This is an optimization exercise on Yosys and OpenROAD, whose aim is small area, a short achievable clock period and few clock cycles, not a production implementation. At most, simulation tests tie the RTL to the original design; equivalence was not proved.

## run 1
==> flow/design.v <==
package ise_pkg;
   typedef struct packed {
      logic insert;    
      logic close;     
   } cell_ctrl_type;
   localparam logic [1:0] ST_EMPTY = 2'b00;
   localparam logic [1:0] ST_OPEN  = 2'b01;
endpackage
module ise_cell #(
   parameter int VALUE_WIDTH = 16,
   parameter bit INVERTED    = 1'b0    
) (
   input  logic                          clock,
   input  logic                          reset,
   input  ise_pkg::cell_ctrl_type        ctrl,
   input  logic signed [VALUE_WIDTH-1:0] new_value,
   input  logic                          new_par,
   input  logic                          new_c,
   input  logic signed [VALUE_WIDTH-1:0] next_value,
   input  logic signed [VALUE_WIDTH-1:0] right_value,    
   input  logic [1:0]                    right_state,
   input  logic                          right_c,
   input  logic                          right_stay,
   output logic signed [VALUE_WIDTH-1:0] value,          
   output logic [1:0]                    state,
   output logic                          c,
   output logic                          stay,
   output logic [1:0]                    state_next
);
   function automatic logic greater(input logic [VALUE_WIDTH-1:0] a, input logic [VALUE_WIDTH-1:0] b);
      logic [VALUE_WIDTH-1:0] g, e;    
      g = {~a[VALUE_WIDTH-1] & b[VALUE_WIDTH-1], a[VALUE_WIDTH-2:0] & ~b[VALUE_WIDTH-2:0]};
      e = {~a[VALUE_WIDTH-1] | b[VALUE_WIDTH-1], a[VALUE_WIDTH-2:0] | ~b[VALUE_WIDTH-2:0]};
      for (int w = 1; w < VALUE_WIDTH; w = w * 2) begin
         for (int k = 0; k + w < VALUE_WIDTH; k = k + 2 * w) begin
            g[k] = g[k + w] | (e[k + w] & g[k]);
            e[k] = e[k + w] & e[k];
         end
      end
      greater = g[0];
   endfunction
   logic signed [VALUE_WIDTH-1:0] value_ff, value_in;
   logic [1:0]                    state_ff, state_src, state_in;
   logic                          g_ff, g_in;
   logic take_self, take_new, take_right;
   assign stay  = state_ff == ise_pkg::ST_OPEN && (!ctrl.insert || g_ff);
   assign c     = greater(value_ff ^ {VALUE_WIDTH{INVERTED}}, next_value);
   assign value = value_ff;
   assign state = state_ff;
   assign state_next = state_in;
   assign take_self  = stay;
   assign take_new   = !stay && right_stay;
   assign take_right = !stay && !right_stay;
   always_comb begin
      value_in  = ({VALUE_WIDTH{take_self}}  & value_ff)
                | ({VALUE_WIDTH{take_new}}   & (new_value ^ {VALUE_WIDTH{INVERTED}}))
                | ({VALUE_WIDTH{take_right}} & ~right_value);
      state_src = ({2{take_self}}  & state_ff)
                | ({2{take_new}}   & (ctrl.insert ? ise_pkg::ST_OPEN : ise_pkg::ST_EMPTY))
                | ({2{take_right}} & right_state);
      g_in      = (take_self & c) | (take_new & new_c) | (take_right & right_c);
      state_in  = (ctrl.close && state_src == ise_pkg::ST_OPEN) ? {1'b1, new_par} : state_src;
   end
   always_ff @(posedge clock) begin
      value_ff <= value_in;
      g_ff     <= g_in;
      if (reset) begin
         state_ff <= ise_pkg::ST_EMPTY;
      end else begin
         state_ff <= state_in;
      end
   end
endmodule
module insertion_sort_engine #(
   parameter int DEPTH       = 32,
   parameter int VALUE_WIDTH = 16
) (
   input  logic                          clock,
   input  logic                          reset,
   input  logic                          start,
   output logic                          busy,
   input  logic signed [VALUE_WIDTH-1:0] req_value,
   input  logic                          req_last,
   output logic                          rsp_strobe,
   output logic signed [VALUE_WIDTH-1:0] rsp_value_res,
   output logic                          rsp_last_res,
   output logic                          rsp_dropped
);
   logic signed [VALUE_WIDTH-1:0] value_w [DEPTH];
   logic [1:0]                    state_w [DEPTH];
   logic [1:0]                    state_next_w [DEPTH];
   logic [DEPTH-1:0]              c_w;
   logic [DEPTH-1:0]              stay_w;
   logic                          rx_valid_ff;
   logic signed [VALUE_WIDTH-1:0] rx_value_ff;
   logic                          rx_last_ff;
   logic                          nx_valid_ff;
   logic signed [VALUE_WIDTH-1:0] nx_value_ff;
   logic                          nx_last_ff;
   logic                          in_valid_ff;
   logic signed [VALUE_WIDTH-1:0] in_value_ff;
   logic          insert_ff;                 
   logic          close_ff;                  
   logic [5:0]    count_ff;                  
   logic          full;
   logic          full_next;
   logic          par_ff;                    
   logic          ovf_open_ff;               
   logic          ovf_head_ff;               
   logic          new_c_ff;                  
   logic          head_out_ff;               
   logic          head_last_ff;              
   ise_pkg::cell_ctrl_type ctrl;
   assign full      = count_ff == DEPTH;
   assign full_next = !ctrl.close && (full || (count_ff == DEPTH - 1 && ctrl.insert));
   assign ctrl.insert = insert_ff;
   assign ctrl.close  = close_ff;
   function automatic logic greater(input logic [VALUE_WIDTH-1:0] a, input logic [VALUE_WIDTH-1:0] b);
      logic [VALUE_WIDTH-1:0] g, e;
      g = {~a[VALUE_WIDTH-1] & b[VALUE_WIDTH-1], a[VALUE_WIDTH-2:0] & ~b[VALUE_WIDTH-2:0]};
      e = {~a[VALUE_WIDTH-1] | b[VALUE_WIDTH-1], a[VALUE_WIDTH-2:0] | ~b[VALUE_WIDTH-2:0]};
      for (int w = 1; w < VALUE_WIDTH; w = w * 2) begin
         for (int k = 0; k + w < VALUE_WIDTH; k = k + 2 * w) begin
            g[k] = g[k + w] | (e[k + w] & g[k]);
            e[k] = e[k + w] & e[k];
         end
      end
      greater = g[0];
   endfunction
   for (genvar i = 0; i < DEPTH; i++) begin : g_cell
      logic signed [VALUE_WIDTH-1:0] right_value;
      logic [1:0]                    right_state;
      logic                          right_c;
      logic                          right_stay;
      if (i == DEPTH - 1) begin : g_tail
         assign right_value = '0;    
         assign right_state = ise_pkg::ST_EMPTY;
         assign right_c     = 1'b0;
         assign right_stay  = 1'b1;
      end else begin : g_inner
         assign right_value = value_w[i+1];
         assign right_state = state_w[i+1];
         assign right_c     = c_w[i+1];
         assign right_stay  = stay_w[i+1];
      end
      ise_cell #(
         .VALUE_WIDTH (VALUE_WIDTH),
         .INVERTED    (i % 2 == 1)
      ) u_cell (
         .clock       (clock),
         .reset       (reset),
         .ctrl        (ctrl),
         .new_value   (in_value_ff),
         .new_par     (par_ff),
         .new_c       (new_c_ff),
         .next_value  (nx_value_ff),
         .right_value (right_value),
         .right_state (right_state),
         .right_c     (right_c),
         .right_stay  (right_stay),
         .value       (value_w[i]),
         .state       (state_w[i]),
         .c           (c_w[i]),
         .stay        (stay_w[i]),
         .state_next  (state_next_w[i])
      );
   end
   always_ff @(posedge clock) begin
      rx_value_ff  <= req_value;
      rx_last_ff   <= req_last;
      nx_value_ff  <= rx_value_ff;
      nx_last_ff   <= rx_last_ff;
      in_value_ff  <= nx_value_ff;
      new_c_ff     <= greater(nx_value_ff, rx_value_ff);
      head_last_ff <= state_next_w[1] != state_next_w[0];
      if (reset) begin
         rx_valid_ff <= 1'b0;
         nx_valid_ff <= 1'b0;
         in_valid_ff <= 1'b0;
         insert_ff   <= 1'b0;
         close_ff    <= 1'b0;
         count_ff    <= '0;
         head_out_ff <= 1'b0;
         par_ff      <= 1'b0;
         ovf_open_ff <= 1'b0;
         ovf_head_ff <= 1'b0;
      end else begin
         rx_valid_ff <= start;
         nx_valid_ff <= rx_valid_ff;
         in_valid_ff <= nx_valid_ff;
         insert_ff   <= nx_valid_ff && !full_next;
         close_ff    <= nx_valid_ff && nx_last_ff;
         head_out_ff <= state_next_w[0][1];
         if (ctrl.close) begin
            count_ff <= '0;
         end else if (ctrl.insert) begin
            count_ff <= count_ff + 1'b1;
         end
         if (ctrl.close) begin
            par_ff      <= !par_ff;
            ovf_open_ff <= 1'b0;
         end else if (in_valid_ff && full) begin
            ovf_open_ff <= 1'b1;
         end
         if (ctrl.close && (ovf_open_ff || full)) begin
            ovf_head_ff <= 1'b1;
         end else if (head_out_ff && head_last_ff) begin
            ovf_head_ff <= 1'b0;
         end
      end
   end
   assign busy          = 1'b0;
   assign rsp_strobe    = head_out_ff;
   assign rsp_value_res = value_w[0];
   assign rsp_last_res  = head_last_ff;
   assign rsp_dropped   = ovf_head_ff;
endmodule
export LEC_CHECK = 0
export ABC_AREA = 1
export CAP_MARGIN = 20
export CORE_MARGIN = 2
export CORE_UTILIZATION = 60
export CTS_BUF_LIST = sky130_fd_sc_hd__clkbuf_16
export CTS_CLUSTER_DIAMETER = 80
export CTS_CLUSTER_SIZE = 24
export SETUP_SLACK_MARGIN = 2.3
export SLEW_MARGIN = 20
create_clock -name core_clock -period 4.5 [get_ports {clock}]
run.sh (not shown) runs the stock make flow with config.mk's settings and CLKGATE_MAP_FILE= SYNTH_SCRIPT=/design/flow/synth_recipe.tcl, a recipe that flattens the netlist after the stock synthesis.
Testbench counts of run 1, summed over its fixed seeds: cycles 6,595.
The following lists how run 2 was set up differently from run 1:
--- a/flow/design.v
+++ b/flow/design.v
@@ -6,23 +6,22 @@
    localparam logic [1:0] ST_EMPTY = 2'b00;
    localparam logic [1:0] ST_OPEN  = 2'b01;
 endpackage
 module ise_cell #(
-   parameter int VALUE_WIDTH = 16,
-   parameter bit INVERTED    = 1'b0    
+   parameter int VALUE_WIDTH = 16
 ) (
    input  logic                          clock,
    input  logic                          reset,
    input  ise_pkg::cell_ctrl_type        ctrl,
    input  logic signed [VALUE_WIDTH-1:0] new_value,
    input  logic                          new_par,
    input  logic                          new_c,
    input  logic signed [VALUE_WIDTH-1:0] next_value,
-   input  logic signed [VALUE_WIDTH-1:0] right_value,    
+   input  logic signed [VALUE_WIDTH-1:0] right_value,
    input  logic [1:0]                    right_state,
    input  logic                          right_c,
    input  logic                          right_stay,
-   output logic signed [VALUE_WIDTH-1:0] value,          
+   output logic signed [VALUE_WIDTH-1:0] value,
    output logic [1:0]                    state,
    output logic                          c,
    output logic                          stay,
    output logic [1:0]                    state_next
@@ -43,19 +42,19 @@
    logic [1:0]                    state_ff, state_src, state_in;
    logic                          g_ff, g_in;
    logic take_self, take_new, take_right;
    assign stay  = state_ff == ise_pkg::ST_OPEN && (!ctrl.insert || g_ff);
-   assign c     = greater(value_ff ^ {VALUE_WIDTH{INVERTED}}, next_value);
+   assign c     = greater(value_ff, next_value);
    assign value = value_ff;
    assign state = state_ff;
    assign state_next = state_in;
    assign take_self  = stay;
    assign take_new   = !stay && right_stay;
    assign take_right = !stay && !right_stay;
    always_comb begin
       value_in  = ({VALUE_WIDTH{take_self}}  & value_ff)
-                | ({VALUE_WIDTH{take_new}}   & (new_value ^ {VALUE_WIDTH{INVERTED}}))
-                | ({VALUE_WIDTH{take_right}} & ~right_value);
+                | ({VALUE_WIDTH{take_new}}   & new_value)
+                | ({VALUE_WIDTH{take_right}} & right_value);
       state_src = ({2{take_self}}  & state_ff)
                 | ({2{take_new}}   & (ctrl.insert ? ise_pkg::ST_OPEN : ise_pkg::ST_EMPTY))
                 | ({2{take_right}} & right_state);
       g_in      = (take_self & c) | (take_new & new_c) | (take_right & right_c);
@@ -132,9 +131,9 @@
       logic [1:0]                    right_state;
       logic                          right_c;
       logic                          right_stay;
       if (i == DEPTH - 1) begin : g_tail
-         assign right_value = '0;    
+         assign right_value = '0;
          assign right_state = ise_pkg::ST_EMPTY;
          assign right_c     = 1'b0;
          assign right_stay  = 1'b1;
       end else begin : g_inner
@@ -143,10 +142,9 @@
          assign right_c     = c_w[i+1];
          assign right_stay  = stay_w[i+1];
       end
       ise_cell #(
-         .VALUE_WIDTH (VALUE_WIDTH),
-         .INVERTED    (i % 2 == 1)
+         .VALUE_WIDTH (VALUE_WIDTH)
       ) u_cell (
          .clock       (clock),
          .reset       (reset),
          .ctrl        (ctrl),
==> comparison <==
- Run 2 and run 1 ended up with roughly the same proportion of synthesized chip area in sequential cells.
- Run 2 drops fewer vias than run 1.
- Changes observed in run 2 relative to run 1: number of fill cells in the layout rose by 1.4%, total nets after synthesis rose by 34, setup slack of the worst register-to-register path fell by 0.09 ns.
- Wire length of the first global-routing pass in run 2 vs run 1: down 12%
Testbench counts of run 2, summed over its fixed seeds: cycles 6,595.

---

== old ==
// insertion_sort_engine: RTL as listed in full above, without the edits since
clock: 4.5 ns
lec_check: 0
cap_margin: 20
core_margin: 2
core_utilization: 60
cts_buf_list: sky130_fd_sc_hd__clkbuf_16
cts_cluster_diameter: 80
cts_cluster_size: 24
setup_slack_margin: 2.3
slew_margin: 20
Testbench counts of old, summed over its fixed seeds: cycles 6,595.
--- input diff old..new ---
--- a/flow/design.v
+++ b/flow/design.v
@@ -7,8 +7,7 @@
    localparam logic [1:0] ST_OPEN  = 2'b01;
 endpackage
 module ise_cell #(
-   parameter int VALUE_WIDTH = 16,
-   parameter bit INVERTED    = 1'b0    
+   parameter int VALUE_WIDTH = 16
 ) (
    input  logic                          clock,
    input  logic                          reset,
@@ -17,11 +16,11 @@
    input  logic                          new_par,
    input  logic                          new_c,
    input  logic signed [VALUE_WIDTH-1:0] next_value,
-   input  logic signed [VALUE_WIDTH-1:0] right_value,    
+   input  logic signed [VALUE_WIDTH-1:0] right_value,
    input  logic [1:0]                    right_state,
    input  logic                          right_c,
    input  logic                          right_stay,
-   output logic signed [VALUE_WIDTH-1:0] value,          
+   output logic signed [VALUE_WIDTH-1:0] value,
    output logic [1:0]                    state,
    output logic                          c,
    output logic                          stay,
@@ -44,7 +43,7 @@
    logic                          g_ff, g_in;
    logic take_self, take_new, take_right;
    assign stay  = state_ff == ise_pkg::ST_OPEN && (!ctrl.insert || g_ff);
-   assign c     = greater(value_ff ^ {VALUE_WIDTH{INVERTED}}, next_value);
+   assign c     = greater(value_ff, next_value);
    assign value = value_ff;
    assign state = state_ff;
    assign state_next = state_in;
@@ -53,8 +52,8 @@
    assign take_right = !stay && !right_stay;
    always_comb begin
       value_in  = ({VALUE_WIDTH{take_self}}  & value_ff)
-                | ({VALUE_WIDTH{take_new}}   & (new_value ^ {VALUE_WIDTH{INVERTED}}))
-                | ({VALUE_WIDTH{take_right}} & ~right_value);
+                | ({VALUE_WIDTH{take_new}}   & new_value)
+                | ({VALUE_WIDTH{take_right}} & right_value);
       state_src = ({2{take_self}}  & state_ff)
                 | ({2{take_new}}   & (ctrl.insert ? ise_pkg::ST_OPEN : ise_pkg::ST_EMPTY))
                 | ({2{take_right}} & right_state);
@@ -133,7 +132,7 @@
       logic                          right_c;
       logic                          right_stay;
       if (i == DEPTH - 1) begin : g_tail
-         assign right_value = '0;    
+         assign right_value = '0;
          assign right_state = ise_pkg::ST_EMPTY;
          assign right_c     = 1'b0;
          assign right_stay  = 1'b1;
@@ -144,8 +143,7 @@
          assign right_stay  = stay_w[i+1];
       end
       ise_cell #(
-         .VALUE_WIDTH (VALUE_WIDTH),
-         .INVERTED    (i % 2 == 1)
+         .VALUE_WIDTH (VALUE_WIDTH)
       ) u_cell (
          .clock       (clock),
          .reset       (reset),
[summary]
Setup slack up 0.26 ns in new wrt old
For worst-skew pair later-pin latency, new and old come out practically identical.
What old reported for number of distinct library cells after synthesis has to be multiplied by 1.15 to get the figure for new.
The higher critical path required time of old and new is in old.
In the tables for old and new, number of combinational gates with multiple inputs reads lower with new.
old -> new: number of standard cells after synthesis decreased by a little under 10%
Against old, new comes in about 20% higher on detail-routed net length per standard cell.
new ends up with a worst relative slew slack that is 16 points lower than in old.
Measured against each other, old and new differ in wire length, the lower figure coming from old.
Testbench counts of new, summed over its fixed seeds: cycles 6,595.

---

// insertion_sort_engine: RTL as listed in full above, without the edits since
clock: 4.5 ns
lec_check: 0
abc_area: 1
cap_margin: 20
core_margin: 2
core_utilization: 60
cts_buf_list: sky130_fd_sc_hd__clkbuf_16
cts_cluster_diameter: 80
cts_cluster_size: 24
setup_slack_margin: 2.6
slew_margin: 20
Testbench counts at the start, summed over its fixed seeds: cycles 6,595.
Then changed:
--- a/flow/design.v
+++ b/flow/design.v
@@ -23,11 +23,12 @@
    input  logic                          right_stay,
    output logic signed [VALUE_WIDTH-1:0] value,          
    output logic [1:0]                    state,
    output logic                          c,
    output logic                          stay,
-   output logic [1:0]                    state_next
+   output logic [1:0]                    state_next,
+   output logic signed [VALUE_WIDTH-1:0] value_next       
 );
    function automatic logic greater(input logic [VALUE_WIDTH-1:0] a, input logic [VALUE_WIDTH-1:0] b);
       logic [VALUE_WIDTH-1:0] g, e;    
       g = {~a[VALUE_WIDTH-1] & b[VALUE_WIDTH-1], a[VALUE_WIDTH-2:0] & ~b[VALUE_WIDTH-2:0]};
       e = {~a[VALUE_WIDTH-1] | b[VALUE_WIDTH-1], a[VALUE_WIDTH-2:0] | ~b[VALUE_WIDTH-2:0]};
@@ -46,10 +47,11 @@
    assign stay  = state_ff == ise_pkg::ST_OPEN && (!ctrl.insert || g_ff);
    assign c     = greater(value_ff ^ {VALUE_WIDTH{INVERTED}}, next_value);
    assign value = value_ff;
    assign state = state_ff;
    assign state_next = state_in;
+   assign value_next = value_in;
    assign take_self  = stay;
    assign take_new   = !stay && right_stay;
    assign take_right = !stay && !right_stay;
    always_comb begin
       value_in  = ({VALUE_WIDTH{take_self}}  & value_ff)
@@ -87,34 +89,31 @@
    output logic                          rsp_dropped
 );
    logic signed [VALUE_WIDTH-1:0] value_w [DEPTH];
    logic [1:0]                    state_w [DEPTH];
    logic [1:0]                    state_next_w [DEPTH];
+   logic signed [VALUE_WIDTH-1:0] value_next_w [DEPTH];
    logic [DEPTH-1:0]              c_w;
    logic [DEPTH-1:0]              stay_w;
-   logic                          rx_valid_ff;
-   logic signed [VALUE_WIDTH-1:0] rx_value_ff;
-   logic                          rx_last_ff;
-   logic                          nx_valid_ff;
-   logic signed [VALUE_WIDTH-1:0] nx_value_ff;
-   logic                          nx_last_ff;
    logic                          in_valid_ff;
    logic signed [VALUE_WIDTH-1:0] in_value_ff;
    logic          insert_ff;                 
    logic          close_ff;                  
    logic [5:0]    count_ff;                  
    logic          full;
    logic          full_next;
    logic          par_ff;                    
    logic          ovf_open_ff;               
    logic          ovf_head_ff;               
-   logic          new_c_ff;                  
+   logic          new_c;                     
    logic          head_out_ff;               
    logic          head_last_ff;              
+   logic signed [VALUE_WIDTH-1:0] head_value_ff;    
    ise_pkg::cell_ctrl_type ctrl;
    assign full      = count_ff == DEPTH;
    assign full_next = !ctrl.close && (full || (count_ff == DEPTH - 1 && ctrl.insert));
+   assign new_c = greater(in_value_ff, req_value);
    assign ctrl.insert = insert_ff;
    assign ctrl.close  = close_ff;
    function automatic logic greater(input logic [VALUE_WIDTH-1:0] a, input logic [VALUE_WIDTH-1:0] b);
       logic [VALUE_WIDTH-1:0] g, e;
       g = {~a[VALUE_WIDTH-1] & b[VALUE_WIDTH-1], a[VALUE_WIDTH-2:0] & ~b[VALUE_WIDTH-2:0]};
@@ -150,49 +149,43 @@
          .clock       (clock),
          .reset       (reset),
          .ctrl        (ctrl),
          .new_value   (in_value_ff),
          .new_par     (par_ff),
-         .new_c       (new_c_ff),
-         .next_value  (nx_value_ff),
+         .new_c       (new_c),
+         .next_value  (req_value),
          .right_value (right_value),
          .right_state (right_state),
          .right_c     (right_c),
          .right_stay  (right_stay),
          .value       (value_w[i]),
          .state       (state_w[i]),
          .c           (c_w[i]),
          .stay        (stay_w[i]),
-         .state_next  (state_next_w[i])
+         .state_next  (state_next_w[i]),
+         .value_next  (value_next_w[i])
       );
    end
    always_ff @(posedge clock) begin
-      rx_value_ff  <= req_value;
-      rx_last_ff   <= req_last;
-      nx_value_ff  <= rx_value_ff;
-      nx_last_ff   <= rx_last_ff;
-      in_value_ff  <= nx_value_ff;
-      new_c_ff     <= greater(nx_value_ff, rx_value_ff);
+      in_value_ff  <= req_value;
       head_last_ff <= state_next_w[1] != state_next_w[0];
       if (reset) begin
-         rx_valid_ff <= 1'b0;
-         nx_valid_ff <= 1'b0;
          in_valid_ff <= 1'b0;
          insert_ff   <= 1'b0;
          close_ff    <= 1'b0;
          count_ff    <= '0;
          head_out_ff <= 1'b0;
+         head_value_ff <= '0;
          par_ff      <= 1'b0;
          ovf_open_ff <= 1'b0;
          ovf_head_ff <= 1'b0;
       end else begin
-         rx_valid_ff <= start;
-         nx_valid_ff <= rx_valid_ff;
-         in_valid_ff <= nx_valid_ff;
-         insert_ff   <= nx_valid_ff && !full_next;
-         close_ff    <= nx_valid_ff && nx_last_ff;
+         in_valid_ff <= start;
+         insert_ff   <= start && !full_next;
+         close_ff    <= start && req_last;
          head_out_ff <= state_next_w[0][1];
+         head_value_ff <= value_next_w[0];    
          if (ctrl.close) begin
             count_ff <= '0;
          end else if (ctrl.insert) begin
             count_ff <= count_ff + 1'b1;
          end
@@ -209,9 +202,9 @@
          end
       end
    end
    assign busy          = 1'b0;
    assign rsp_strobe    = head_out_ff;
-   assign rsp_value_res = value_w[0];
+   assign rsp_value_res = head_value_ff;
    assign rsp_last_res  = head_last_ff;
    assign rsp_dropped   = ovf_head_ff;
 endmodule
After rerunning: The changed run went through all stages and came out clean. Setup slack improved by 0.092 ns. Final cell count hardly moves. Wire length rises by 3.2%. Sequential share of layout area fell by 0.73 points. Register-to-register slack got worse by 0.04 ns.
No functional check of the RTL was part of the second run of this note.

[afterwards: timing with drivers on the ports]
How much do the figures lean on ideal ports? The routed layouts below were timed once more, with nothing changed but the port constraints.
Step 1: set_driving_cell puts a clkbuf_16 on clock and a buf_2 on each other input, an assumption about the parent block.
Step 2 adds t to the input delays and takes it off the output delays; t is the mean of the earliest and latest rising clock arrival at the registers after step 1. Input paths then give back, and output paths get back, about the clock's delay inside the block.
Three values: ideal ports, drivers, drivers and shift; two values: the first two.
run | t (ns) | slack for setup (ns) | latest minus earliest clock arrival (ns) | cell pins on the clock port's net
run 1 | 0.666 | 2.315 / 2.249 / 2.162 | 0.022 / 0.022 | 1
run 2 | 0.656 | 2.285 / 2.239 / 1.943 | 0.023 / 0.022 | 1
old | 0.661 | 1.999 / 1.999 / 1.999 | 0.026 / 0.025 | 1
new | 0.651 | 2.263 / 2.257 / 2.261 | 0.020 / 0.021 | 1
the first run of note 3 | 0.670 | 2.384 / 2.321 / 2.180 | 0.024 / 0.024 | 1
the second run of note 3 | 0.655 | 2.476 / 2.411 / 1.882 | 0.033 / 0.033 | 1
After both steps every run listed still meets setup and hold. The setup slack of the second run of note 3, which loses most, moves by -0.065 ns with the drivers and by -0.594 ns with both steps.
